This design comes from an exercise in tuning for a short achievable clock period and few clock cycles on the open sky130 flow, not from production work. No run shown here included a check of the RTL's function; only the layout flow was run. Power and IR drop assume default switching activity.

File: flow/design.v
`timescale 1ns/1ps
module ksPG #(parameter int W = 32, parameter bit INVB = 0) (
    input  logic [W-1:0] a,
    input  logic [W-1:0] b,
    input  logic         cin,
    output logic [W-1:0] g,
    output logic [W-1:0] p,
    output logic [W-1:0] x
);
    logic [W-1:0] bb;
    assign bb = INVB ? ~b : b;
    assign x  = a ^ bb;
    assign p  = x;
    always_comb begin
        g    = a & bb;
        g[0] = (a[0] & bb[0]) | (x[0] & cin);    
    end
endmodule
module ksLevel #(parameter int W = 32, parameter int D = 1) (
    input  logic [W-1:0] gi,
    input  logic [W-1:0] pi,
    output logic [W-1:0] go,
    output logic [W-1:0] po
);
    always_comb begin
        for (int i = 0; i < W; i++) begin
            if (i >= D) begin
                go[i] = gi[i] | (pi[i] & gi[i-D]);
                po[i] = pi[i] & pi[i-D];
            end else begin
                go[i] = gi[i];
                po[i] = pi[i];
            end
        end
    end
endmodule
module ksSum #(parameter int W = 32) (
    input  logic [W-1:0] x,
    input  logic [W-1:0] c,      
    input  logic         cin,
    output logic [W-1:0] s,
    output logic         cout
);
    assign s    = x ^ {c[W-2:0], cin};
    assign cout = c[W-1];
endmodule
module ksAdd #(parameter int W = 32, parameter bit INVB = 0) (
    input  logic [W-1:0] a,
    input  logic [W-1:0] b,
    input  logic         cin,
    output logic [W-1:0] s,
    output logic         cout
);
    localparam int L = (W <= 1) ? 1 : $clog2(W);
    logic [W-1:0] g [L+1];
    logic [W-1:0] p [L+1];
    logic [W-1:0] x;
    ksPG #(.W(W), .INVB(INVB)) pg (.a(a), .b(b), .cin(cin), .g(g[0]), .p(p[0]), .x(x));
    for (genvar l = 0; l < L; l++) begin : lv
        ksLevel #(.W(W), .D(1 << l)) lvl (.gi(g[l]), .pi(p[l]), .go(g[l+1]), .po(p[l+1]));
    end
    ksSum #(.W(W)) sm (.x(x), .c(g[L]), .cin(cin), .s(s), .cout(cout));
endmodule
`timescale 1ns/1ps
module add9 (
    input  logic [8:0] a,
    input  logic [8:0] b,
    output logic [9:0] s
);
    ksAdd #(.W(9), .INVB(1'b0)) add (.a(a), .b(b), .cin(1'b0), .s(s[8:0]), .cout(s[9]));
endmodule
module fetchIncDec (
    input  logic [22:0] hi,
    output logic [22:0] hiP,
    output logic [22:0] hiM
);
    assign hiP = hi + 23'd1;
    assign hiM = hi - 23'd1;
endmodule
module fetchSel (
    input  logic [31:0] instr,
    input  logic [31:0] pc,
    input  logic [31:0] pc4,
    input  logic [22:0] hiP,
    input  logic [22:0] hiM,
    input  logic [9:0]  sumB,
    input  logic [9:0]  sumJ,
    input  logic        ovSel,
    input  logic [31:0] ovPc,
    output logic        take,
    output logic [31:0] pcNext
);
    logic        isJal, isBr, jalNear, bback;
    logic [22:0] hiJ, hiB;
    assign isJal   = (instr[6:0] == 7'b1101111);
    assign isBr    = (instr[6:0] == 7'b1100011);
    assign jalNear = isJal && (instr[19:12] == {8{instr[31]}}) &&
                     (instr[30:28] == {3{instr[31]}}) && (instr[20] == instr[31]);
    assign bback   = isBr && instr[31] && instr[7] && (instr[30:28] == 3'b111);
    assign take    = jalNear || bback;
    always_comb begin
        case ({instr[31], sumJ[9]})
            2'b01:   hiJ = hiP;
            2'b10:   hiJ = hiM;
            default: hiJ = pc[31:9];
        endcase
    end
    assign hiB = sumB[9] ? pc[31:9] : hiM;    
    assign pcNext = ovSel ? ovPc : jalNear ? {hiJ, sumJ[8:0]} : bback ? {hiB, sumB[8:0]} : pc4;
endmodule
`timescale 1ns/1ps
module wrDec (
    input  logic        en,
    input  logic [4:0]  rd,
    output logic [31:0] hot
);
    always_comb begin
        hot = '0;
        hot[rd] = en;
    end
endmodule
module rfRead (
    input  logic [1023:0] regs,
    input  logic [31:0]   valid,
    input  logic [4:0]    rs,
    input  logic          wbEn,
    input  logic [4:0]    wbRd,
    input  logic [31:0]   wbData,
    output logic [31:0]   val
);
    always_comb begin
        if (wbEn && (wbRd == rs))  val = wbData;
        else if (valid[rs])        val = regs[32*rs +: 32];
        else                       val = '0;
    end
endmodule
`timescale 1ns/1ps
module farTgt (
    input  logic [31:0] pc,
    input  logic [31:0] instr,
    output logic [31:0] tgt,
    output logic [31:0] tgtB
);
    logic [31:0] immJ, immB, tJ, tB;
    assign immJ = {{11{instr[31]}}, instr[31], instr[19:12], instr[20], instr[30:21], 1'b0};
    assign immB = {{19{instr[31]}}, instr[31], instr[7], instr[30:25], instr[11:8], 1'b0};
    assign tJ   = pc + immJ;
    assign tB   = pc + immB;
    assign tgt  = (instr[6:0] == 7'b1101111) ? tJ : tB;
    assign tgtB = tB;
endmodule
module jalrFuse (
    input  logic [31:0] base,
    input  logic [31:0] instr,
    output logic [31:0] tgt
);
    logic [31:0] s;
    logic        co;
    ksAdd #(.W(32), .INVB(1'b0)) add (.a(base), .b({{20{instr[31]}}, instr[31:20]}), .cin(1'b0), .s(s), .cout(co));
    assign tgt = {s[31:1], 1'b0};
endmodule
`timescale 1ns/1ps
module aluE (
    input  logic [31:0] opA,
    input  logic [31:0] opB,
    input  logic [31:0] constE,
    input  logic [31:0] shData,
    input  logic [4:0]  shAmt,
    input  logic        sAdd, sSub, sSll, sSlt, sSltu, sXor, sSrl, sSra, sOr, sAnd, sConst,
    input  logic [2:0]  f3,
    output logic [31:0] res,
    output logic [31:0] sum,
    output logic        taken
);
    logic [31:0] diff, sll, srl, sra;
    logic        eq, lt, ltu, coSum, coDiff;
    ksAdd #(.W(32), .INVB(1'b0)) addS (.a(opA), .b(opB), .cin(1'b0), .s(sum), .cout(coSum));
    ksAdd #(.W(32), .INVB(1'b1)) addD (.a(opA), .b(opB), .cin(1'b1), .s(diff), .cout(coDiff));
    assign sll  = shData << shAmt;
    assign srl  = shData >> shAmt;
    assign sra  = $signed(shData) >>> shAmt;
    assign eq   = (opA == opB);
    assign ltu  = !coDiff;                                    
    assign lt   = (opA[31] != opB[31]) ? opA[31] : diff[31];
    assign res = ({32{sAdd}}   & sum)
               | ({32{sSub}}   & diff)
               | ({32{sSll}}   & sll)
               | ({32{sSlt}}   & {31'b0, lt})
               | ({32{sSltu}}  & {31'b0, ltu})
               | ({32{sXor}}   & (opA ^ opB))
               | ({32{sSrl}}   & srl)
               | ({32{sSra}}   & sra)
               | ({32{sOr}}    & (opA | opB))
               | ({32{sAnd}}   & (opA & opB))
               | ({32{sConst}} & constE);
    always_comb begin
        case (f3)
            3'b000:  taken = eq;
            3'b001:  taken = !eq;
            3'b100:  taken = lt;
            3'b101:  taken = !lt;
            3'b110:  taken = ltu;
            default: taken = !ltu;
        endcase
    end
endmodule
module opMux (
    input  logic        fromE,
    input  logic        fromM,
    input  logic [31:0] resE,
    input  logic [31:0] resM,
    input  logic [31:0] regVal,
    output logic [31:0] y
);
    assign y = fromE ? resE : fromM ? resM : regVal;
endmodule
module cmpEq (
    input  logic [31:0] a,
    input  logic [31:0] b,
    output logic        eq
);
    assign eq = (a == b);
endmodule
module sumIsZero (
    input  logic [31:0] a,
    input  logic [31:0] b,
    output logic        z
);
    assign z = ((a ^ b) == {a[30:0] | b[30:0], 1'b0});
endmodule
`timescale 1ns/1ps
module dmemRead (
    input  logic [2047:0] dmem,
    input  logic [63:0]   wsel,
    output logic [31:0]   word
);
    always_comb begin
        word = '0;
        for (int i = 0; i < 64; i++) begin
            word = word | (dmem[32*i +: 32] & {32{wsel[i]}});
        end
    end
endmodule
module loadAlign (
    input  logic [31:0] word,
    input  logic [1:0]  off,
    input  logic [2:0]  f3,
    input  logic        isLd,
    input  logic [31:0] resM,
    output logic [31:0] y
);
    logic [31:0] shifted, loadVal;
    assign shifted = word >> {off, 3'b000};
    always_comb begin
        case (f3)
            3'b000:  loadVal = {{24{shifted[7]}}, shifted[7:0]};
            3'b001:  loadVal = {{16{shifted[15]}}, shifted[15:0]};
            3'b100:  loadVal = {24'b0, shifted[7:0]};
            3'b101:  loadVal = {16'b0, shifted[15:0]};
            default: loadVal = word;
        endcase
    end
    assign y = isLd ? loadVal : resM;
endmodule
module dmemAddr (
    input  logic [7:0]  base,
    input  logic [7:0]  off,
    output logic [63:0] wsel,
    output logic [1:0]  lo
);
    logic       c2;
    logic [7:2] p;
    assign lo = base[1:0] + off[1:0];
    assign c2 = (base[1] & off[1]) | ((base[1] | off[1]) & base[0] & off[0]);
    assign p  = base[7:2] ^ off[7:2];
    always_comb begin
        for (int k = 0; k < 64; k++) begin
            logic [5:0] kb;
            logic       ok;
            kb = 6'(k);
            ok = ((p[2] ^ kb[0]) == c2);
            for (int i = 2; i < 7; i++) begin
                ok = ok && (((base[i] == off[i]) ? base[i] : !kb[i-2]) == (p[i+1] ^ kb[i-1]));
            end
            wsel[k] = ok;
        end
    end
endmodule
`timescale 1ns/1ps
module rvCore (
    input  logic        clk,
    input  logic        rstN,
    output logic [31:0] imemAddr,
    input  logic [31:0] imemData,
    output logic        wbEn,
    output logic [4:0]  wbRd,
    output logic [31:0] wbData
);
    logic [2047:0] dmem;
    logic [31:0]   rdWord, rdWordE;
    logic        stallD, jalBigD;
    logic        redirM, annul1M, annul2M, killEM, killDM, jalrLive;
    logic        isJalrE, redirectE, killDE;
    logic [31:0] altE;
    logic [31:0] jalTgtD, altM, jalrTgtE, brTgtD, redirTgtD;
    logic        redirD;
    logic [31:0] pcF, pcNext;
    assign imemAddr = pcF;
    logic        takeF;
    logic [9:0]  sumB, sumJ;
    logic [22:0] hiP, hiM;
    logic [31:0] pcF4, ovPc;
    logic        holdF, killF, ovSel;
    assign pcF4 = pcF + 32'd4;
    add9 fAddB (.a(pcF[8:0]), .b({imemData[28:25], imemData[11:8], 1'b0}), .s(sumB));
    add9 fAddJ (.a(pcF[8:0]), .b({imemData[28:21], 1'b0}), .s(sumJ));
    fetchIncDec fInc (.hi(pcF[31:9]), .hiP(hiP), .hiM(hiM));
    assign holdF = stallD;
    logic        farR, farLive;
    logic [31:0] farTgtR;
    assign farLive = farR && !killEM;
    assign killF = redirM || jalrLive || jalBigD || redirectE || farLive || redirD;
    assign ovSel = redirM || jalrLive || holdF || farLive || redirectE || redirD;
    logic [31:0] ovPcEarly;
    always_comb begin
        if (redirM)       ovPcEarly = altM;
        else if (farLive) ovPcEarly = farTgtR;
        else              ovPcEarly = pcF;
    end
    assign ovPc = jalrLive ? jalrTgtE : redirectE ? altE : redirD ? redirTgtD : ovPcEarly;
    fetchSel fSel (
        .instr(imemData), .pc(pcF), .pc4(pcF4), .hiP(hiP), .hiM(hiM), .sumB(sumB), .sumJ(sumJ),
        .ovSel(ovSel), .ovPc(ovPc), .take(takeF), .pcNext(pcNext)
    );
    logic [31:0] instrD, pcD;
    logic        validD, predD;
    always_ff @(posedge clk or negedge rstN) begin
        if (!rstN) begin
            pcF    <= '0;
            validD <= 1'b0;
        end else begin
            pcF <= pcNext;
            if (killF)        validD <= 1'b0;
            else if (!stallD) validD <= 1'b1;
        end
    end
    always_ff @(posedge clk) begin
        if (!stallD) begin
            instrD <= imemData;
            pcD    <= pcF;
            predD  <= takeF;
        end
    end
    logic [6:0] opD;
    logic [2:0] f3D;
    logic [4:0] rs1D, rs2D, rdD;
    logic       isLui, isAuipc, isJal, isJalr, isBr, isLd, isSt, isOpi, isOp;
    logic       useRs1, useRs2, writesD;
    assign opD  = instrD[6:0];
    assign f3D  = instrD[14:12];
    assign rs1D = instrD[19:15];
    assign rs2D = instrD[24:20];
    assign rdD  = instrD[11:7];
    assign isLui   = (opD == 7'b0110111);
    assign isAuipc = (opD == 7'b0010111);
    assign isJal   = (opD == 7'b1101111);
    assign isJalr  = (opD == 7'b1100111);
    assign isBr    = (opD == 7'b1100011);
    assign isLd    = (opD == 7'b0000011);
    assign isSt    = (opD == 7'b0100011);
    assign isOpi   = (opD == 7'b0010011);
    assign isOp    = (opD == 7'b0110011);
    assign useRs1  = isJalr | isBr | isLd | isSt | isOpi | isOp;
    assign useRs2  = isBr | isSt | isOp;
    assign writesD = (isLui | isAuipc | isJal | isJalr | isLd | isOpi | isOp) && (rdD != 5'd0);
    logic [31:0] immI, immS, immB, immU, immJ;
    assign immI = {{20{instrD[31]}}, instrD[31:20]};
    assign immS = {{20{instrD[31]}}, instrD[31:25], instrD[11:7]};
    assign immB = {{19{instrD[31]}}, instrD[31], instrD[7], instrD[30:25], instrD[11:8], 1'b0};
    assign immU = {instrD[31:12], 12'b0};
    assign immJ = {{11{instrD[31]}}, instrD[31], instrD[19:12], instrD[20], instrD[30:21], 1'b0};
    logic backD;
    assign backD   = isBr && instrD[31];
    assign jalBigD = validD && (isJal || backD) && !predD && !stallD;
    farTgt fTgt (.pc(pcD), .instr(instrD), .tgt(jalTgtD), .tgtB(brTgtD));
    always_ff @(posedge clk or negedge rstN) begin
        if (!rstN) farR <= 1'b0;
        else       farR <= jalBigD && goD;
    end
    always_ff @(posedge clk) farTgtR <= jalTgtD;
    logic [1023:32] regs;
    logic [31:1]    rvalid;
    logic [31:0]    rv1D, rv2D, wrHot;
    wrDec wDec (.en(wbEn), .rd(wbRd), .hot(wrHot));
    always_ff @(posedge clk or negedge rstN) begin
        if (!rstN) rvalid <= '0;
        else       rvalid <= rvalid | wrHot[31:1];
    end
    always_ff @(posedge clk) begin
        for (int i = 1; i < 32; i++) begin
            if (wrHot[i]) regs[32*i +: 32] <= wbData;
        end
    end
    rfRead rdA (.regs({regs, 32'b0}), .valid({rvalid, 1'b0}), .rs(rs1D),
                .wbEn(wbEn), .wbRd(wbRd), .wbData(wbData), .val(rv1D));
    rfRead rdB (.regs({regs, 32'b0}), .valid({rvalid, 1'b0}), .rs(rs2D),
                .wbEn(wbEn), .wbRd(wbRd), .wbData(wbData), .val(rv2D));
    logic        validE, wrE, isLdE;
    logic [4:0]  rdE;
    logic        validM, wrM;
    logic [4:0]  rdM;
    logic        aE, aM, bE, bM, bImmD;
    logic [31:0] opAD, opBD, resE, wbNext;
    assign stallD = validD && isLdE && wrE && !killEM &&
                    ((useRs1 && rs1D == rdE) || (useRs2 && rs2D == rdE));
    assign aE    = useRs1 && wrE && !killEM && (rdE == rs1D);
    assign aM    = useRs1 && wrM && (rdM == rs1D);
    assign bE    = useRs2 && wrE && !killEM && (rdE == rs2D);
    assign bM    = useRs2 && wrM && (rdM == rs2D);
    assign bImmD = isOpi | isLd | isJalr;
    logic [31:0] rv2Di;
    assign rv2Di = bImmD ? immI : rv2D;
    opMux muxA (.fromE(aE), .fromM(aM), .resE(resE), .resM(wbNext), .regVal(rv1D), .y(opAD));
    opMux muxB (.fromE(bE && !bImmD), .fromM(bM && !bImmD), .resE(resE), .resM(wbNext), .regVal(rv2Di), .y(opBD));
    logic        isBrE, isStE, predE, plainE;
    logic [1:0]  skipE;
    logic [2:0]  f3E;
    logic [31:0] rv1E, rv2E, constE, shDataE;
    logic [4:0]  shAmtE;
    logic        isBrEqE, eqTypeD;
    logic [7:0]  immE;
    logic        selAdd, selSub, selSll, selSlt, selSltu, selXor, selSrl, selSra, selOr, selAnd, selConst;
    logic        sAddE, sSubE, sSllE, sSltE, sSltuE, sXorE, sSrlE, sSraE, sOrE, sAndE, sConstE;
    logic        goD;
    logic [1:0]  skipD;
    always_comb begin
        case (immB)
            32'd4:   skipD = 2'd1;
            32'd8:   skipD = 2'd2;
            32'd12:  skipD = 2'd3;
            default: skipD = 2'd0;
        endcase
    end
    assign eqTypeD = (f3D[2:1] == 2'b00);  
    assign goD = validD && !stallD && !killDM && !killDE && !jalrLive;
    logic fusedD, outcomeD, predBrD, isAddD, isAddE, sumZeroE;
    assign isAddD   = (isOp || isOpi) && (f3D == 3'b000) && !(isOp && instrD[30]);
    assign fusedD   = validD && isBr && eqTypeD && wrE && isAddE && !killEM && !jalBigD &&
                      (skipD != 2'd1) &&
                      (((rs2D == 5'd0) && (rs1D == rdE)) || ((rs1D == 5'd0) && (rs2D == rdE)));
    assign outcomeD = sumZeroE ^ f3D[0];
    assign predBrD  = fusedD ? outcomeD : backD;
    logic        jalrFuseD, isAuipcE;
    logic [31:0] jalrTgtD;
    assign jalrFuseD = validD && isJalr && wrE && isAuipcE && !killEM && (rs1D == rdE);
    jalrFuse jFuse (.base(constE), .instr(instrD), .tgt(jalrTgtD));
    assign redirD   = ((fusedD && (outcomeD != backD)) || jalrFuseD) && !killDM;
    assign redirTgtD = jalrFuseD ? jalrTgtD : outcomeD ? brTgtD : (pcD + 32'd4);
    always_comb begin
        selAdd = 1'b0; selSub = 1'b0; selSll = 1'b0; selSlt = 1'b0; selSltu = 1'b0;
        selXor = 1'b0; selSrl = 1'b0; selSra = 1'b0; selOr = 1'b0; selAnd = 1'b0;
        selConst = isLui | isAuipc | isJal | isJalr;
        if (isOp || isOpi) begin
            case (f3D)
                3'b000: begin
                    selSub = isOp && instrD[30];
                    selAdd = !(isOp && instrD[30]);
                end
                3'b001: selSll  = 1'b1;
                3'b010: selSlt  = 1'b1;
                3'b011: selSltu = 1'b1;
                3'b100: selXor  = 1'b1;
                3'b101: begin
                    selSra = instrD[30];
                    selSrl = !instrD[30];
                end
                3'b110: selOr   = 1'b1;
                default: selAnd = 1'b1;
            endcase
        end
    end
    always_ff @(posedge clk or negedge rstN) begin
        if (!rstN) begin
            validE  <= 1'b0;
            wrE     <= 1'b0;
            isLdE   <= 1'b0;
            isBrE   <= 1'b0;
            isBrEqE <= 1'b0;
            isJalrE <= 1'b0;
            isStE   <= 1'b0;
        end else begin
            validE  <= goD;
            wrE     <= goD && writesD;
            isLdE   <= goD && isLd;
            isBrE   <= goD && isBr && !eqTypeD && (skipD != 2'd1);
            isBrEqE <= goD && isBr && eqTypeD && (skipD != 2'd1);
            isJalrE <= goD && isJalr && !jalrFuseD;   
            isStE   <= goD && isSt;
        end
    end
    always_ff @(posedge clk) begin
        rdE     <= rdD;
        f3E     <= f3D;
        predE   <= predBrD;             
        plainE  <= !isJal && !backD && !redirD;  
        skipE   <= skipD;
        rv1E    <= opAD;
        rv2E    <= opBD;
        shDataE <= (selSll | selSrl | selSra) ? opAD : 32'b0;
        shAmtE  <= (selSll | selSrl | selSra) ? opBD[4:0] : 5'b0;
        immE    <= isSt ? immS[7:0] : immI[7:0];
        constE  <= isLui ? immU : isAuipc ? (pcD + immU) : (pcD + 32'd4);
        altE    <= predBrD ? (pcD + 32'd4) : brTgtD;
        sAddE   <= selAdd | isLd | isSt;
        isAddE  <= isAddD;
        isAuipcE <= isAuipc;
        sSubE   <= selSub;
        sSllE   <= selSll;
        sSltE   <= selSlt;
        sSltuE  <= selSltu;
        sXorE   <= selXor;
        sSrlE   <= selSrl;
        sSraE   <= selSra;
        sOrE    <= selOr;
        sAndE   <= selAnd;
        sConstE <= selConst;
    end
    logic [31:0] resM;
    logic [31:0] opA, opB;
    logic [31:0] sum;
    logic        taken, takenEq;
    assign opA = rv1E;
    assign opB = rv2E;
    aluE alu (
        .opA(opA), .opB(opB), .constE(constE), .shData(shDataE), .shAmt(shAmtE),
        .sAdd(sAddE), .sSub(sSubE), .sSll(sSllE), .sSlt(sSltE), .sSltu(sSltuE), .sXor(sXorE),
        .sSrl(sSrlE), .sSra(sSraE), .sOr(sOrE), .sAnd(sAndE), .sConst(sConstE),
        .f3(f3E), .res(resE), .sum(sum), .taken(taken)
    );
    logic eqE;
    cmpEq cEq (.a(opA), .b(opB), .eq(eqE));
    assign takenEq = eqE ^ f3E[0];
    sumIsZero sZero (.a(opA), .b(opB), .z(sumZeroE));
    logic brEqLive, annul1E, plainDnow;
    assign brEqLive  = isBrEqE && !killEM;
    assign plainDnow = !isJal && !backD;
    assign annul1E   = brEqLive && !predE && takenEq && (skipE == 2'd2) && plainDnow;
    assign redirectE = brEqLive && (takenEq != predE) && !annul1E;
    assign killDE    = redirectE || annul1E;
    assign jalrLive = isJalrE && !killEM;
    assign jalrTgtE = {sum[31:1], 1'b0};
    logic [7:0]  addrLo;
    logic [63:0] wselE;
    logic [3:0]  benE;
    logic [31:0] wrDataE;
    dmemAddr dAddr (.base(opA[7:0]), .off(immE), .wsel(wselE), .lo(addrLo[1:0]));
    assign addrLo[7:2] = opA[7:2] + immE[7:2] + 6'(addrLo[1:0] < opA[1:0]);  
    always_comb begin
        benE    = 4'b0000;
        wrDataE = opB;
        if (isStE) begin
            case (f3E[1:0])
                2'b00: begin
                    benE    = 4'b0001 << addrLo[1:0];
                    wrDataE = {4{opB[7:0]}};
                end
                2'b01: begin
                    benE    = addrLo[1] ? 4'b1100 : 4'b0011;
                    wrDataE = {2{opB[15:0]}};
                end
                default: benE = 4'b1111;
            endcase
        end
    end
    logic        liveE;
    logic        misM, takFwdM, plainEM;
    logic [1:0]  skipM;
    logic        isLdM;
    logic [2:0]  f3M;
    logic [63:0] wselM;
    logic [3:0]  benM;
    logic [1:0]  offM;
    logic [31:0] wrDataM;
    logic [5:0]  idxM;
    logic [31:0] wordM, stDataX;
    logic [3:0]  stBenX;
    logic        stHitM;
    assign liveE = !killEM;
    always_ff @(posedge clk or negedge rstN) begin
        if (!rstN) begin
            validM  <= 1'b0;
            wrM     <= 1'b0;
            isLdM   <= 1'b0;
            benM    <= 4'b0000;
            misM    <= 1'b0;
            takFwdM <= 1'b0;
        end else begin
            validM  <= validE && liveE;
            wrM     <= wrE && liveE;
            isLdM   <= isLdE && liveE;
            benM    <= liveE ? benE : 4'b0000;
            misM    <= isBrE && liveE && predE && !taken;   
            takFwdM <= isBrE && liveE && !predE && taken;   
        end
    end
    always_ff @(posedge clk) begin
        rdM      <= rdE;
        f3M      <= f3E;
        resM     <= resE;
        wselM    <= wselE;
        idxM     <= addrLo[7:2];
        wordM    <= rdWordE;
        stHitM   <= (idxM == addrLo[7:2]);
        stDataX  <= wrDataM;
        stBenX   <= benM;
        offM     <= addrLo[1:0];
        wrDataM  <= wrDataE;
        altM     <= altE;
        skipM    <= skipE;
        plainEM  <= plainE;
    end
    logic plainNextM;
    assign plainNextM = plainE;    
    assign annul1M = takFwdM && (skipM == 2'd2) && plainNextM;
    assign annul2M = takFwdM && (skipM == 2'd3) && plainNextM && !predD;
    assign redirM  = misM || (takFwdM && !annul1M && !annul2M);
    assign killEM  = redirM || annul1M || annul2M;
    assign killDM  = redirM || annul2M;
    always_ff @(posedge clk) begin
        for (int i = 0; i < 64; i++) begin
            for (int j = 0; j < 4; j++) begin
                if (wselM[i] && benM[j]) dmem[32*i + 8*j +: 8] <= wrDataM[8*j +: 8];
            end
        end
    end
    dmemRead dRead (.dmem(dmem), .wsel(wselE), .word(rdWordE));
    always_comb begin
        for (int j = 0; j < 4; j++) begin
            rdWord[8*j +: 8] = (stHitM && stBenX[j]) ? stDataX[8*j +: 8] : wordM[8*j +: 8];
        end
    end
    loadAlign lAlign (.word(rdWord), .off(offM), .f3(f3M), .isLd(isLdM), .resM(resM), .y(wbNext));
    always_ff @(posedge clk or negedge rstN) begin
        if (!rstN) wbEn <= 1'b0;
        else       wbEn <= wrM;
    end
    always_ff @(posedge clk) begin
        wbRd   <= rdM;
        wbData <= wbNext;
    end
endmodule
File: flow/flow/run.sh
#!/bin/bash
# Layout flow: the standard flow (standard synthesis and all ORFS steps),
# with the port buffers inserted as plain buffers (buf_4) instead of the
# delay-cell buffers buffer_ports picks by default.
set -euo pipefail
export BUFFER_PORTS_ARGS="-buffer_cell sky130_fd_sc_hd__buf_4"
bash standard.sh > standard.log 2>&1
File: flow/standard.sh
#!/bin/bash
# synth_recipe.tcl (not shown) runs the flow's synth.tcl, then flattens the netlist and writes it again
# the make line also repeats each setting of config.mk as NAME=value (left out here)
make -C /OpenROAD-flow-scripts/flow DESIGN_CONFIG=/design/flow/config.mk WORK_HOME=/design/flow/orfs CLKGATE_MAP_FILE= SYNTH_SCRIPT=/design/flow/synth_recipe.tcl "${@:-finish}"
File: flow/config.mk
export PLATFORM = sky130hd
export DESIGN_NAME = rvCore
export DESIGN_NICKNAME = rvCore
export VERILOG_FILES = /design/flow/design.v
export SDC_FILE = /design/flow/constraint.sdc
export NUM_CORES = 4
export LEC_CHECK = 0
export ABC_CLOCK_PERIOD_IN_PS = 1000
export CAP_MARGIN = 20
export CORE_MARGIN = 2
export CORE_UTILIZATION = 33
export PLACE_DENSITY = 0.4
export SETUP_SLACK_MARGIN = 5
export SLEW_MARGIN = 20
export SYNTH_HIERARCHICAL = 1
File: flow/constraint.sdc
create_clock -name core_clock -period 8.5 [get_ports {clk}]
set_input_delay 1.7000 -clock core_clock [delete_from_list [all_inputs] [get_ports {clk}]]
set_output_delay 1.7000 -clock core_clock [all_outputs]
set_load 0.01 [all_outputs]
==> results of run 1 <==
[worst max-delay path by stage]
stage | end | slack (ns) | depth (start not counted)
2_1_floorplan | pcF[26] | 4.39 | 17
3_3_place_gp | pcF[11] | 2.15 | 14
3_5_place_dp | wordM[19] | 2.91 | 11
4_1_cts | wordM[28] | 4.37 | 14
5_1_grt | wordM[16] | 4.33 | 14
6_report | wordM[28] | 4.31 | 14
[stage by stage]
stage	utilization, %	std cells
after global routing	40.2	19600
after floorplan	-	11900
final	40.2	19600
after global placement	34.6	18200
after detailed placement	34.6	18200
after CTS	39.5	19400
[routing by layer]
metal	part of all wire [%]	up-vias	wire, um	global-route usage (%)
li1	-	47800	-	-
met1	45	60900	326000	38.4
met2	45	4523	327000	41.6
met3	6.6	928	47900	3.94
met4	3.6	10	25900	8.06
met5	0.0092	-	67	0
[power by group through the flow]
| stage | logic [uW] | registers, uW | clock network, uW |
|---|---|---|---|
| finish | 7900 | 21000 | 18000 |
| global route | 8250 | 21000 | 19000 |
| CTS | 7530 | 21000 | 18400 |
| detailed placement | 6560 | 21500 | 0 |
| global placement | 6560 | 21500 | 0 |
| floorplan | 4110 | 20900 | 0 |
[area by class of cell]
cell class                 count  area, sq um
multi-input combinational   6987        66900
fill                       47600       309000
clock buffer                 550        11400
tap                         6916         8650
timing repair buffer         937        11700
sequential                  3699       106000
clock inverter               233         2120
antenna                       36         90.1
inverter                     240          912
[worst max-delay path, stage by stage (launching register included)]
cell and delay [ns]:
dfxtp_4 0.39, inv_2 0.06, ha_4 0.24, or2_1 0.22
o211ai_1 0.26, buf_4 0.17, buf_6 0.10, buf_8 0.12
nor3_4 0.06, buf_12 0.16, buf_12 0.12, a22o_4 0.24
a221oi_4 0.25, nand4_1 0.90, or4_1 0.79
[placed cells by master (no fill, tap or decap), drive strengths merged, types with 52 or more instances in the layout]
cell type and count:
a211oi 55, a21o 455, a21oi 294, a221o 70
a221oi 556, a22o 520, a22oi 59, a31oi 77
a32o 65, and2 629, and3 52, buf 878
clkbuf 564, clkinv 171, conb 78, dfrtp 80
dfxtp 514, edfxtp 3105, ha 296, inv 263
mux2 341, mux2i 406, mux4 451, nand2 611
nand3 93, nand4 169, nor2 242, nor3 116
o2111ai 83, o21ai 321, o22ai 77, xnor2 174
xor2 231
[what timing repair did]
action	CTS	global route
resized for setup	1385	446
pin swaps	297	249
gates cloned	75	16
endpoints found under the setup margin	868	226
buffers inserted	326	125
==> impl_metrics.py, run 1 <==
metrics = {
    "placed_design": {
        "gp_congestion": 0.950,
        "post-dp-hpwl_mm": 454,
        "io_buffers": 103,
        "place_area_sq_um": 179000,
        "place_ws_ns": 2.91,
    },
    "status": {
        "status": "no timing/DRC/antenna violations",
    },
    "sta": {
        "tightest_slew_ns": 1.30,
        "finalHoldViolations": 0,
        "drv_slew": 0,
        "rsz0062_at_grt": "yes",
        "finClkSkew_ns": 0.0999,
        "finalCritPeriodShare_pct": 49.3,
        "min_period_ns": 4.19,
        "max_slew_margin_pct": 13.1,
        "timing.fmax_ghz": 0.238,
        "whs_ns": 0.324,
        "setup_viol": 0,
        "tns_ns": 0,
        "fin_ws_ns": 4.31,
    },
    "pwr": {
        "leakage_uw": 0.0738,
        "p_int_uw": 33300,
        "power_switching_uw": 13600,
        "pwr-share-seq_pct": 44.8,
        "swShare_pct": 29.0,
        "power_density_nw_per_um2": 226,
        "power_frac_clock_pct": 38.4,
        "peakVddDrop_mv": 0.221,
        "total_power_uw": 46900,
        "combPwrFrac_pct": 16.8,
    },
    "finish": {
        "finalNetCount": 12600,
        "final_area_sq_um": 208000,
        "top_regs": "dmem (2048), regs (992), wselM (64)",
        "largest_reg_flops": 2048,
        "regMostFlops": "dmem",
        "drive_gt1_share_pct": 27.8,
        "area_growth_syn_to_layout_pct": 21.4,
    },
    "setup_path": {
        "cp.arrival_ns": 5.09,
        "cp.required_ns": 9.40,
        "crit_fanout": 5,
        "r2r_end": "wordM[28]",
        "path_class": "register to register",
        "timing.rr.start": "rv1E[2]",
        "worstSetupStartpoint": "rv1E[2]",
        "start_kind": "register",
        "worstSetupEndpointType": "register",
        "reg2reg_slack_ns": 4.31,
        "rr_worst_depth": 14,
    },
    "clocking": {
        "clock-sinks": 3699,
        "cts_made_buffers": 421,
        "clk_latency_ns": 1.04,
        "cts_tree": "yes",
        "h-tree-depth": 5,
        "ctsLongestPathBuffers": 4,
        "root_buffer": "clkbuf_16",
        "path_clk_slew_ns": 0.06,
        "hold_buffers": 0,
    },
    "yosys": {
        "ys_warn_count": 35,
        "synth_area_sq_um": 171000,
        "avgSynthCellArea_sq_um": 14.5,
        "synth_cells": 11800,
    },
    "routing": {
        "drtAntennaViolNets": 0,
        "post_drt_wl_per_cell_um": 37.1,
        "drc": 0,
        "dr.pass1.iters": 6,
        "totalWireLength_mm": 727,
        "num_vias": 114000,
        "drt_iter0_drc": 12800,
        "vias_per_cell": 5.82,
    },
    "die": {
        "core_sq_um": 517000,
        "pin_count": 104,
        "placementRows": 264,
        "die_height_um": 724,
        "start_util_pct": 33.1,
        "die-area_sq_um": 524000,
        "chipWidth_um": 724,
    },
    "global_route": {
        "grt_max_degree": 76,
        "grt_pass1_vias": 112000,
        "grt_remaining_overflow": 0,
        "grt_pass1_wl_mm": 974,
        "antenna_found_initial": 92,
        "grt_usage_pct": 26.7,
    },
    "worst_hold_path": {
        "hold_path_class": "register to register",
        "holdCritStartpoint": "altE[4]",
        "hold_depth": 0,
        "holdPathEnd": "altM[4]",
    },
    "flow_run": {
        "maxCapViolations": 0,
    },
}
==> run 2, diff against run 1 <==
--- a/flow/design.v
+++ b/flow/design.v
@@ -85,4 +85,4 @@
     input  logic [22:0] hiM,
-    input  logic [9:0]  sumB,
-    input  logic [9:0]  sumJ,
+    input  logic [8:0]  lowB,
+    input  logic [8:0]  lowJ,
     input  logic        ovSel,
@@ -90,6 +90,9 @@
     output logic        take,
-    output logic [31:0] pcNext
+    output logic        isJal,
+    output logic [22:0] hiC0,
+    output logic [22:0] hiC1,
+    output logic [8:0]  pcNextLo
 );
-    logic        isJal, isBr, jalNear, bback;
-    logic [22:0] hiJ, hiB;
+    logic        isBr, jalNear, bback, sJ;
+    logic [22:0] tC0, tC1;
     assign isJal   = (instr[6:0] == 7'b1101111);
@@ -100,11 +103,31 @@
     assign take    = jalNear || bback;
-    always_comb begin
-        case ({instr[31], sumJ[9]})
-            2'b01:   hiJ = hiP;
-            2'b10:   hiJ = hiM;
-            default: hiJ = pc[31:9];
-        endcase
-    end
-    assign hiB = sumB[9] ? pc[31:9] : hiM;    
-    assign pcNext = ovSel ? ovPc : jalNear ? {hiJ, sumJ[8:0]} : bback ? {hiB, sumB[8:0]} : pc4;
+    assign sJ      = instr[31];
+    assign tC0  = (isJal && !sJ) ? pc[31:9] : hiM;
+    assign tC1  = (isJal && !sJ) ? hiP : pc[31:9];
+    assign hiC0 = ovSel ? ovPc[31:9] : take ? tC0 : pc4[31:9];
+    assign hiC1 = ovSel ? ovPc[31:9] : take ? tC1 : pc4[31:9];
+    assign pcNextLo = ovSel ? ovPc[8:0] : take ? (isJal ? lowJ : lowB) : pc4[8:0];
+endmodule
+module fetchHi (
+    input  logic        isJal,
+    input  logic        cJ,
+    input  logic        cB,
+    input  logic [22:0] hiC0,
+    input  logic [22:0] hiC1,
+    input  logic [8:0]  lo,
+    input  logic        lateSel,
+    input  logic [31:0] latePc,
+    output logic [31:0] pcNext
+);
+    assign pcNext = lateSel ? latePc : {(isJal ? cJ : cB) ? hiC1 : hiC0, lo};
+endmodule
+module ovMux (
+    input  logic        jalrLive,
+    input  logic [31:0] jalrTgtE,
+    input  logic        redirectE,
+    input  logic [31:0] altE,
+    input  logic [31:0] redirTgtD,
+    output logic [31:0] ovPc
+);
+    assign ovPc = jalrLive ? jalrTgtE : redirectE ? altE : redirTgtD;
 endmodule
@@ -323,2 +346,6 @@
     assign ovSel = redirM || jalrLive || holdF || farLive || redirectE || redirD;
+    logic        ovSelEarly, lateSel;
+    logic [31:0] latePc;
+    assign ovSelEarly = redirM || holdF || farLive;
+    assign lateSel    = jalrLive || redirectE || redirD;
     logic [31:0] ovPcEarly;
@@ -329,8 +356,15 @@
     end
-    assign ovPc = jalrLive ? jalrTgtE : redirectE ? altE : redirD ? redirTgtD : ovPcEarly;
+    ovMux ovm (.jalrLive(jalrLive), .jalrTgtE(jalrTgtE), .redirectE(redirectE), .altE(altE),
+               .redirTgtD(redirTgtD), .ovPc(latePc));
+    logic        isJalF;
+    logic [22:0] hiC0, hiC1;
+    logic [8:0]  pcNextLo;
     fetchSel fSel (
-        .instr(imemData), .pc(pcF), .pc4(pcF4), .hiP(hiP), .hiM(hiM), .sumB(sumB), .sumJ(sumJ),
-        .ovSel(ovSel), .ovPc(ovPc), .take(takeF), .pcNext(pcNext)
+        .instr(imemData), .pc(pcF), .pc4(pcF4), .hiP(hiP), .hiM(hiM),
+        .lowB(sumB[8:0]), .lowJ(sumJ[8:0]), .ovSel(ovSelEarly), .ovPc(ovPcEarly),
+        .take(takeF), .isJal(isJalF), .hiC0(hiC0), .hiC1(hiC1), .pcNextLo(pcNextLo)
     );
-    logic [31:0] instrD, pcD;
+    fetchHi fHi (.isJal(isJalF), .cJ(sumJ[9]), .cB(sumB[9]), .hiC0(hiC0), .hiC1(hiC1), .lo(pcNextLo),
+                 .lateSel(lateSel), .latePc(latePc), .pcNext(pcNext));
+    logic [31:0] instrD, pcD, pcD4;
     logic        validD, predD;
@@ -350,2 +384,3 @@
             pcD    <= pcF;
+            pcD4   <= pcF4;
             predD  <= takeF;
@@ -457,3 +492,3 @@
     assign redirD   = ((fusedD && (outcomeD != backD)) || jalrFuseD) && !killDM;
-    assign redirTgtD = jalrFuseD ? jalrTgtD : outcomeD ? brTgtD : (pcD + 32'd4);
+    assign redirTgtD = jalrFuseD ? jalrTgtD : outcomeD ? brTgtD : pcD4;
     always_comb begin
@@ -511,4 +546,4 @@
         immE    <= isSt ? immS[7:0] : immI[7:0];
-        constE  <= isLui ? immU : isAuipc ? (pcD + immU) : (pcD + 32'd4);
-        altE    <= predBrD ? (pcD + 32'd4) : brTgtD;
+        constE  <= isLui ? immU : isAuipc ? (pcD + immU) : pcD4;
+        altE    <= predBrD ? pcD4 : brTgtD;
         sAddE   <= selAdd | isLd | isSt;
==> run 2 against run 1 <==
  * Still clean on timing, DRC and antenna
  * Clock skew rose by 0.0075 ns
  * Maximum frequency rose by 4.8%
  * Synthesized area rose by 0.76%
  * Sequential power rose by 3%
  * Synthesized cell count fell by 0.25%
  * Sequential share of layout area rose by 0.43 points
  * Design area barely moved
  * Combinational power rose by 28%
  * Critical path type unchanged
==> impl_metrics.py, run 2 <==
metrics = {
    "status": {
        "status": "no timing/DRC/antenna violations",
    },
    "sta": {
        "finClkSkew_ns": 0.107,
        "timing.fmax_ghz": 0.250,
        "whs_ns": 0.341,
        "min_period_ns": 4.00,
        "max_slew_margin_pct": 13.6,
        "tns_ns": 0,
        "finalHoldViolations": 0,
        "tightest_slew_ns": 1.29,
        "drv_slew": 0,
        "finalCritPeriodShare_pct": 47.1,
        "setup_viol": 0,
        "rsz0062_at_grt": "yes",
    },
    "global_route": {
        "grt_usage_pct": 26.6,
        "antenna_found_initial": 84,
        "grt_max_degree": 68,
        "grt.met2_usage_pct": 41.7,
        "top_usage_layer": "met2",
        "grt_pass1_wl_mm": 979,
        "grt_remaining_overflow": 0,
        "grt_pass1_vias": 112000,
        "use_met1_pct": 38.4,
        "grt_util_met3_pct": 3.68,
    },
    "setup_path": {
        "r2r_end": "wordM[14]",
        "timing.rr.start": "rv1E[2]",
        "reg2reg_slack_ns": 4.50,
        "path_class": "register to register",
        "worstSetupEndpointType": "register",
        "cp.arrival_ns": 4.92,
        "cp.required_ns": 9.42,
        "crit_fanout": 33,
        "rr_worst_depth": 13,
        "start_kind": "register",
    },
    "worst_hold_path": {
        "hold_depth": 0,
        "holdCritStartpoint": "altE[22]",
        "hold_path_class": "register to register",
        "holdPathEnd": "altM[22]",
    },
    "flow_run": {
        "maxCapViolations": 0,
    },
    "pwr": {
        "power_density_nw_per_um2": 240,
        "leakage_uw": 0.0742,
        "peakVddDrop_mv": 0.193,
    },
    "die": {
        "placementRows": 265,
        "chipWidth_um": 727,
        "die_height_um": 727,
        "start_util_pct": 33.1,
        "core_sq_um": 521000,
        "die-area_sq_um": 528000,
        "pin_count": 104,
    },
    "placed_design": {
        "post-dp-hpwl_mm": 445,
        "gp_congestion": 0.930,
        "io_buffers": 103,
        "place_area_sq_um": 180000,
    },
    "routing": {
        "vias_per_cell": 5.88,
        "drtAntennaViolNets": 0,
        "drt_iter0_drc": 13300,
        "num_vias": 115000,
        "totalWireLength_mm": 734,
        "drc": 0,
        "post_drt_wl_per_cell_um": 37.5,
        "dr.pass1.iters": 7,
    },
    "finish": {
        "fillers": 48100,
        "drive_gt1_share_pct": 26.6,
        "regMostFlops": "dmem",
        "finalNetCount": 12600,
        "top_regs": "dmem (2048), regs (992), wselM (64)",
        "final_area_sq_um": 208000,
        "largest_reg_flops": 2048,
        "layout_commonest_cell": "edfxtp_1",
        "area_growth_syn_to_layout_pct": 20.5,
        "layout_common_cells": "edfxtp_1, and2_1, nand2_1, buf_4, a22o_1",
    },
    "clocking": {
        "cts_made_buffers": 423,
        "root_buffer": "clkbuf_16",
        "cts_tree": "yes",
        "path_clk_slew_ns": 0.06,
        "ctsLongestPathBuffers": 4,
        "clock-sinks": 3729,
        "clk_latency_ns": 1.06,
        "h-tree-depth": 5,
        "hold_buffers": 0,
    },
    "yosys": {
        "ys_warn_count": 34,
        "avgSynthCellArea_sq_um": 14.6,
        "synth_cells": 11800,
        "synth_area_sq_um": 172000,
    },
}
[run 2: cell count changes in the layout (fill, tap and decap cells not counted), moves of 40 or more]
cell	before	now
nor2_1	224	182
mux2i_1	378	482
a31oi_1	75	120
o21ai_0	166	113
a221oi_2	180	140
a221oi_1	317	361
[run 2: power breakdown]
| part | internal [uW] | leakage (uW) | total [uW] | switching (uW) |
|---|---|---|---|---|
| combinational | 3950 | 0.0333 | 10100 | 6130 |
| clock | 10400 | 0.00668 | 18200 | 7830 |
| sequential | 20600 | 0.0343 | 21600 | 985 |
[run 2: metrics by stage]
| step | std cells | utilization, % | setup slack (ns) | power, uW |
|---|---|---|---|---|
| 3_3_place_gp | 18200 | 34.5 | 2.79 | 30500 |
| 6_report | 19600 | 39.9 | 4.50 | 49900 |
| 2_1_floorplan | 11900 | - | 4.53 | 27100 |
| 3_5_place_dp | 18200 | 34.5 | 3.05 | 30500 |
| 5_1_grt | 19600 | 39.9 | 4.51 | 51500 |
| 4_1_cts | 19400 | 39.2 | 4.53 | 49800 |
[run 2: metal layers]
metal | part of all wire (%) | wire [um]
met5 | 0.0057 | 42
met1 | 45 | 328000
met4 | 3.5 | 25800
met2 | 45 | 331000
met3 | 6.6 | 48400
[run 2: worst max path at each step]
stage	start	endpoint	slack, ns	cells after the start
after CTS	rv1E[2]	wordM[14]	4.53	12
after global routing	rv1E[2]	wordM[10]	4.51	14
after global placement	rv2E[5]	pcF[7]	2.79	13
final	rv1E[2]	wordM[14]	4.50	13
after floorplan	instrD[6]	pcF[26]	4.53	12
after detailed placement	rv1E[5]	pcF[7]	3.05	13
[run 2: final cells by class]
class	count	area, sq um	share of cell area, %
repair buffers	914	11600	5.60
clock inverters	222	2150	1.03
clock buffers	566	11500	5.54
multi-input cells	6921	65800	31.7
flip-flops and latches	3729	107000	51.5
well taps	6942	8690	4.18
diodes	48	120	0.0578
inverters	249	937	0.451
[run 2: timing repair]
| item | 4_1_cts | 5_1_grt |
|---|---|---|
| cloned | 86 | 26 |
| endpoints found under the setup margin | 1045 | 214 |
| setup buffers | 290 | 110 |
| pin swaps | 235 | 220 |
| gates resized for setup | 1182 | 435 |
[run 2: critical path, stage by stage, from the launching register on]
cell and delay, ns:
dfxtp_4 0.38, inv_2 0.05, ha_4 0.21, or2_4 0.23
o211ai_1 0.18, buf_4 0.17, buf_4 0.16, buf_12 0.14
buf_4 0.15, nor3_2 0.06, buf_8 0.18, a221oi_4 0.33
nand4_1 0.75, or4_4 0.80
==> run 3, diff against run 2 <==
--- a/flow/config.mk
+++ b/flow/config.mk
@@ -10,4 +10,4 @@
 export CORE_MARGIN = 2
-export CORE_UTILIZATION = 33
-export PLACE_DENSITY = 0.4
+export CORE_UTILIZATION = 50
+export PLACE_DENSITY = 0.6
 export SETUP_SLACK_MARGIN = 5
==> run 3 against run 2 <==
  * Clock power is 5% lower
  * Via count is 1.2% lower
  * Critical endpoint is now pcF[2]
  * Highest routed layer unchanged
  * Global-route usage is 7.8 points higher
  * Synthesized area stayed put
  * Clock skew is 0.016 ns lower
  * Core utilization is 19 points higher
  * Design area is 3.5% lower
==> impl_metrics.py, run 3 <==
metrics = {
    "worst_hold_path": {
        "hold_depth": 0,
        "hold_path_class": "register to register",
    },
    "pwr": {
        "total_power_uw": 48200,
        "peakVddDrop_mv": 0.219,
        "power_frac_clock_pct": 35.7,
        "power_density_nw_per_um2": 241,
        "swShare_pct": 28.9,
        "pwr-share-seq_pct": 44.7,
        "power_switching_uw": 13900,
        "p_int_uw": 34300,
        "combPwrFrac_pct": 19.6,
        "leakage_uw": 0.0722,
    },
    "finish": {
        "finalNetCount": 12400,
        "regMostFlops": "dmem",
        "layout.cells.non_filler": 17000,
        "largest_reg_flops": 2048,
        "layout_common_cells": "edfxtp_1, and2_1, nand2_1, a22o_1, mux2i_1",
        "drive_gt1_share_pct": 24.7,
        "area_growth_syn_to_layout_pct": 16.3,
        "top_regs": "dmem (2048), regs (992), wselM (64)",
        "layout_commonest_cell": "edfxtp_1",
    },
    "routing": {
        "drc": 0,
        "route.met3.wl_mm": 59.9,
        "highest_layer": "met5",
        "vias_per_cell": 6.71,
        "m1WireLength_mm": 243,
        "num_vias": 114000,
        "dr.pass1.iters": 6,
        "dr_wl_met2_mm": 279,
        "totalWireLength_mm": 621,
        "drt_iter0_drc": 13900,
        "post_drt_wl_per_cell_um": 36.6,
        "drtAntennaViolNets": 0,
    },
    "global_route": {
        "grt_pass1_wl_mm": 851,
        "grt_remaining_overflow": 0,
        "grt_usage_pct": 34.4,
        "antenna_found_initial": 23,
        "grt_max_degree": 112,
        "grt_pass1_vias": 111000,
    },
    "die": {
        "die-area_sq_um": 350000,
        "die_height_um": 591,
        "placementRows": 215,
        "chipWidth_um": 591,
        "start_util_pct": 50.2,
        "pin_count": 104,
        "core_sq_um": 343000,
    },
    "sta": {
        "max_slew_margin_pct": 22.1,
        "tns_ns": 0,
        "finalCritPeriodShare_pct": 45.7,
        "setup_viol": 0,
        "rsz0062_at_grt": "yes",
        "drv_slew": 0,
        "tightest_slew_ns": 1.16,
        "fin_ws_ns": 4.62,
        "timing.fmax_ghz": 0.257,
        "min_period_ns": 3.88,
        "finalHoldViolations": 0,
        "finClkSkew_ns": 0.0909,
    },
    "setup_path": {
        "cp.required_ns": 9.30,
        "reg2reg_slack_ns": 4.62,
        "r2r_end": "pcF[2]",
        "path_class": "register to register",
        "setup.worst_path.end": "pcF[2]",
        "timing.rr.start": "rv2E[15]",
        "cp.arrival_ns": 4.68,
        "rr_worst_depth": 16,
        "worstSetupStartpoint": "rv2E[15]",
        "start_kind": "register",
        "crit_fanout": 6,
        "worstSetupEndpointType": "register",
    },
    "placed_design": {
        "post-dp-hpwl_mm": 386,
        "place_inst": 15800,
        "place_ws_ns": 2.95,
        "gp_congestion": 1.06,
        "io_buffers": 103,
    },
    "clocking": {
        "clk_latency_ns": 1.00,
        "cts_made_buffers": 391,
        "ctsLongestPathBuffers": 4,
        "hold_buffers": 0,
        "path_clk_slew_ns": 0.06,
        "h-tree-depth": 5,
        "cts_tree": "yes",
        "clock-sinks": 3729,
        "root_buffer": "clkbuf_16",
    },
    "yosys": {
        "avgSynthCellArea_sq_um": 14.6,
        "synth_area_sq_um": 172000,
        "ys_warn_count": 34,
        "synth_cells": 11800,
    },
    "status": {
        "status": "no timing/DRC/antenna violations",
    },
    "flow_run": {
        "maxCapViolations": 0,
    },
}
-- run 3: layer usage --
metal | global-route usage [%] | up-vias
met4 | 17.7 | 12
met3 | 7.05 | 1369
met1 | 46.3 | 59000
met5 | 0 | -
li1 | - | 47300
met2 | 53.0 | 6186
-- run 3: worst min path at each step --
stage / slack [ns] / startpoint / endpoint
2_1_floorplan: 0.33 / skipE[1] / skipM[1]
3_3_place_gp: 0.34 / altE[30] / altM[30]
3_5_place_dp: 0.34 / altE[6] / altM[6]
4_1_cts: 0.32 / altE[4] / altM[4]
5_1_grt: 0.32 / altE[4] / altM[4]
6_report: 0.33 / altE[4] / altM[4]
-- run 3: power groups by stage --
| stage | clock (uW) | combinational (uW) | sequential [uW] |
|---|---|---|---|
| final | 17200 | 9440 | 21600 |
| after global placement | 0 | 7950 | 21900 |
| after detailed placement | 0 | 7980 | 21900 |
| after floorplan | 0 | 5540 | 21600 |
| after global routing | 18100 | 9870 | 21600 |
| after CTS | 17400 | 8810 | 21500 |
-- run 3: area by class of cell --
cell class | count | area [sq um]
Antenna cell | 25 | 62.6
Clock buffer | 553 | 11000
Clock inverter | 176 | 1830
Fill cell | 26600 | 143000
Inverter | 249 | 941
Multi-Input combinational cell | 6919 | 65300
Sequential cell | 3729 | 107000
Tap cell | 4557 | 5700
Timing Repair Buffer | 757 | 8860
-- run 3: worst max-delay path, stage by stage (launching register included) --
cell     delay (ns)
dfxtp_4        0.40
buf_6          0.15
buf_6          0.12
xor2_4         0.18
nor4_4         0.41
nand4_1        0.26
nor2_4         0.31
xor2_4         0.22
xor2_2         0.21
nand3_2        0.14
a41oi_4        0.25
buf_12         0.16
buf_6          0.10
buf_16         0.15
mux2i_2        0.24
o21ai_1        0.09
mux2_4         0.30
-- run 3: timing repair --
| item | 4_1_cts | 5_1_grt |
|---|---|---|
| pin swaps | 209 | 196 |
| gates cloned | 46 | 19 |
| setup buffers | 197 | 113 |
| setup endpoints to repair | 313 | 207 |
| gates resized for setup | 899 | 423 |
-- run 3: through the flow --
stage / instance area [sq um] / utilization (%) / hold WS (ns)
final: 201000 / 58.4 / 0.328
after global routing: 200000 / 58.4 / 0.315
after CTS: 197000 / 57.3 / 0.324
after detailed placement: 177000 / 51.4 / 0.341
after global placement: 177000 / 51.4 / 0.340
after floorplan: 173000 / - / 0.330
==> run 4, diff against run 3 <==
--- a/flow/design.v
+++ b/flow/design.v
@@ -459,2 +459,8 @@
     opMux muxB (.fromE(bE && !bImmD), .fromM(bM && !bImmD), .resE(resE), .resM(wbNext), .regVal(rv2Di), .y(opBD));
+    logic zeroD, zeroE, zeroOkE;
+    sumIsZero sZero (.a(rv1D), .b(rv2Di), .z(zeroD));
+    always_ff @(posedge clk) begin
+        zeroE   <= zeroD;
+        zeroOkE <= !aE && !aM && (bImmD || (!bE && !bM));
+    end
     logic        isBrE, isStE, predE, plainE;
@@ -482,3 +488,3 @@
     assign isAddD   = (isOp || isOpi) && (f3D == 3'b000) && !(isOp && instrD[30]);
-    assign fusedD   = validD && isBr && eqTypeD && wrE && isAddE && !killEM && !jalBigD &&
+    assign fusedD   = validD && isBr && eqTypeD && wrE && isAddE && zeroOkE && !killEM && !jalBigD &&
                       (skipD != 2'd1) &&
@@ -529,4 +535,4 @@
             isLdE   <= goD && isLd;
-            isBrE   <= goD && isBr && !eqTypeD && (skipD != 2'd1);
-            isBrEqE <= goD && isBr && eqTypeD && (skipD != 2'd1);
+            isBrE   <= goD && isBr && (skipD != 2'd1);
+            isBrEqE <= 1'b0;    
             isJalrE <= goD && isJalr && !jalrFuseD;   
@@ -577,3 +583,3 @@
     assign takenEq = eqE ^ f3E[0];
-    sumIsZero sZero (.a(opA), .b(opB), .z(sumZeroE));
+    assign sumZeroE = zeroE;
     logic brEqLive, annul1E, plainDnow;
==> run 4 against run 3 <==
  * Combinational power grew 6%
  * Hold slack better by 0.0043 ns
  * Power is 1.2% higher
  * Clock skew is 0.011 ns lower
  * Synthesized area decreased by 0.34%
  * Die area shrank 0.34%
  * Sequential power hardly changed
  * Core utilization is 0.60 points higher
  * Non-clock buffer count is 94 higher
  * Clock power about the same
  * Maximum frequency fell by 3.9%
  * Design area grew 0.80%
  * Still clean
==> impl_metrics.py, run 4 <==
metrics = {
    "finish": {
        "top_regs": "dmem (2048), regs (992), wselM (64)",
        "largest_reg_flops": 2048,
        "final_area_sq_um": 202000,
        "drive_gt1_share_pct": 26.2,
        "fillers": 25900,
        "regMostFlops": "dmem",
        "layout_commonest_cell": "edfxtp_1",
        "layout.cells.non_filler": 17000,
        "area_growth_syn_to_layout_pct": 17.6,
        "final_util_pct": 59.0,
        "layout_common_cells": "edfxtp_1, and2_1, nand2_1, a22o_1, buf_4",
        "finalNetCount": 12400,
    },
    "flow_run": {
        "maxCapViolations": 0,
    },
    "worst_hold_path": {
        "hold_path_class": "register to register",
    },
    "setup_path": {
        "cp.arrival_ns": 4.91,
        "cp.required_ns": 9.36,
        "start_kind": "register",
        "path_class": "register to register",
        "worstSetupEndpointType": "register",
        "crit_fanout": 33,
    },
    "routing": {
        "totalWireLength_mm": 651,
        "num_vias": 115000,
        "drtAntennaViolNets": 0,
        "drt_iter0_drc": 15500,
        "drc": 0,
        "dr.pass1.iters": 8,
        "vias_per_cell": 6.78,
        "post_drt_wl_per_cell_um": 38.4,
    },
    "sta": {
        "drv_slew": 0,
        "rsz0062_at_grt": "yes",
        "min_period_ns": 4.04,
        "timing.fmax_ghz": 0.247,
        "finalCritPeriodShare_pct": 47.6,
        "tightest_slew_ns": 1.23,
        "finClkSkew_ns": 0.0798,
        "max_slew_margin_pct": 17.1,
        "finalHoldViolations": 0,
        "setup_viol": 0,
        "tns_ns": 0,
    },
    "placed_design": {
        "post-dp-hpwl_mm": 407,
        "place_area_sq_um": 176000,
        "gp_congestion": 0.986,
        "io_buffers": 103,
        "place_inst": 15700,
    },
    "clocking": {
        "path_clk_slew_ns": 0.06,
        "ctsLongestPathBuffers": 4,
        "cts_made_buffers": 384,
        "h-tree-depth": 5,
        "cts_tree": "yes",
        "clock-sinks": 3730,
        "clk_latency_ns": 0.98,
        "hold_buffers": 0,
        "root_buffer": "clkbuf_16",
    },
    "yosys": {
        "avgSynthCellArea_sq_um": 14.7,
        "synth_cells": 11700,
        "ys_warn_count": 34,
        "synth_area_sq_um": 172000,
    },
    "global_route": {
        "grt_usage_pct": 35.6,
        "antenna_found_initial": 64,
        "grt_pass1_vias": 110000,
        "grt_pass1_wl_mm": 870,
        "grt_remaining_overflow": 0,
        "grt_max_degree": 75,
    },
    "die": {
        "die_height_um": 590,
        "start_util_pct": 50.2,
        "pin_count": 104,
        "core_sq_um": 342000,
        "chipWidth_um": 590,
        "placementRows": 215,
        "die-area_sq_um": 348000,
    },
    "status": {
        "status": "no timing/DRC/antenna violations",
    },
    "pwr": {
        "power_density_nw_per_um2": 241,
        "leakage_uw": 0.0729,
        "peakVddDrop_mv": 0.172,
    },
}
## run 4: stage by stage
step / setup WS [ns] / hold slack [ns] / power, uW
2_1_floorplan: 4.56 / 0.310 / 27200
3_3_place_gp: 2.88 / 0.324 / 30200
3_5_place_dp: 3.14 / 0.319 / 30200
4_1_cts: 4.42 / 0.333 / 48100
5_1_grt: 4.41 / 0.342 / 50000
6_report: 4.46 / 0.333 / 48800
## run 4: repair_timing
item / 4_1_cts / 5_1_grt
gates cloned: 40 / 46
pin swaps: 248 / 260
resized for setup: 1083 / 495
setup endpoints to repair: 510 / 210
setup buffers: 242 / 138
## run 4: report_power, final
group,switching [uW],internal [uW]
logic,6060,3940
registers,931,20700
clock network,7340,9860
## run 4: worst paths after layout
| path | cells after the start | end | start | slack, ns |
|---|---|---|---|---|
| worst max-delay path | 13 | zeroE | instrD[23] | 4.46 |
| worst min-delay path | 0 | skipM[1] | skipE[1] | 0.33 |
| worst max register to register | 13 | zeroE | instrD[23] | 4.46 |
| worst min register to register | 0 | skipM[1] | skipE[1] | 0.33 |
| max in group asynchronous | 3 | rvalid[23] | rstN | 6.59 |
| min in group asynchronous | 1 | pcF[30] | rstN | 0.67 |
## run 4: critical path: stages, from the launching register on
cell	delay [ns]
edfxtp_1	0.65
buf_8	0.39
and2_4	0.46
buf_6	0.37
nand2_1	0.11
o2111ai_1	0.18
a32o_1	0.31
a21o_1	0.19
inv_1	0.06
ha_1	0.31
xnor2_1	0.18
nor4_2	0.29
nand4_1	0.14
nor4_2	0.18
## run 4: layout make-up
class,instances,area (sq um),share of cell area (%)
sequential,3730,107000,52.8
multi-input combinational,6827,65500,32.4
clock buffer,531,10700,5.28
timing repair buffer,851,10400,5.12
tap,4557,5700,2.82
clock inverter,184,2090,1.03
inverter,241,912,0.451
antenna,34,85.1,0.0421
## run 4: metal layers
layer  vias up  GRT usage, %  wire [um]
li1      47200             -          -
met1     59200          47.5     246000
met2      7042          54.3     291000
met3      1467          8.97      73100
met4        28          18.1      40600
met5         -             0        172

static timing again, ports no longer ideal:
Ports are ideal in the flow. The routed layouts listed here were re-timed in OpenROAD.
Step 1 (the two cells are an assumption about what drives the block):
set clk [get_ports {clk}]
set_driving_cell -lib_cell sky130_fd_sc_hd__clkbuf_16 $clk
set_driving_cell -lib_cell sky130_fd_sc_hd__buf_2 [delete_from_list [all_inputs] $clk]
Step 2, shift: input delay + t, output delay - t, t = (earliest + latest rising clock arrival at the registers) / 2. This alone moves slack from input paths to output paths.
Slacks: ideal / step 1 / step 2; pairs: ideal / step 1.
| run | t (ns) | setup WS [ns] | slew at the worst register clock pin (ns) |
|---|---|---|---|
| run 1 | 1.109 | 4.305 / 4.305 / 4.169 | 0.07 / 0.07 |
| run 2 | 1.133 | 4.498 / 4.498 / 4.297 | 0.07 / 0.07 |
| run 3 | 1.074 | 4.615 / 4.615 / 3.954 | 0.08 / 0.08 |
| run 4 | 1.047 | 4.456 / 4.456 / 4.062 | 0.07 / 0.07 |
After both steps every run listed still meets setup and hold. The setup slack of run 3, which loses most, moves by 0.000 ns with the drivers and by -0.661 ns with both steps.
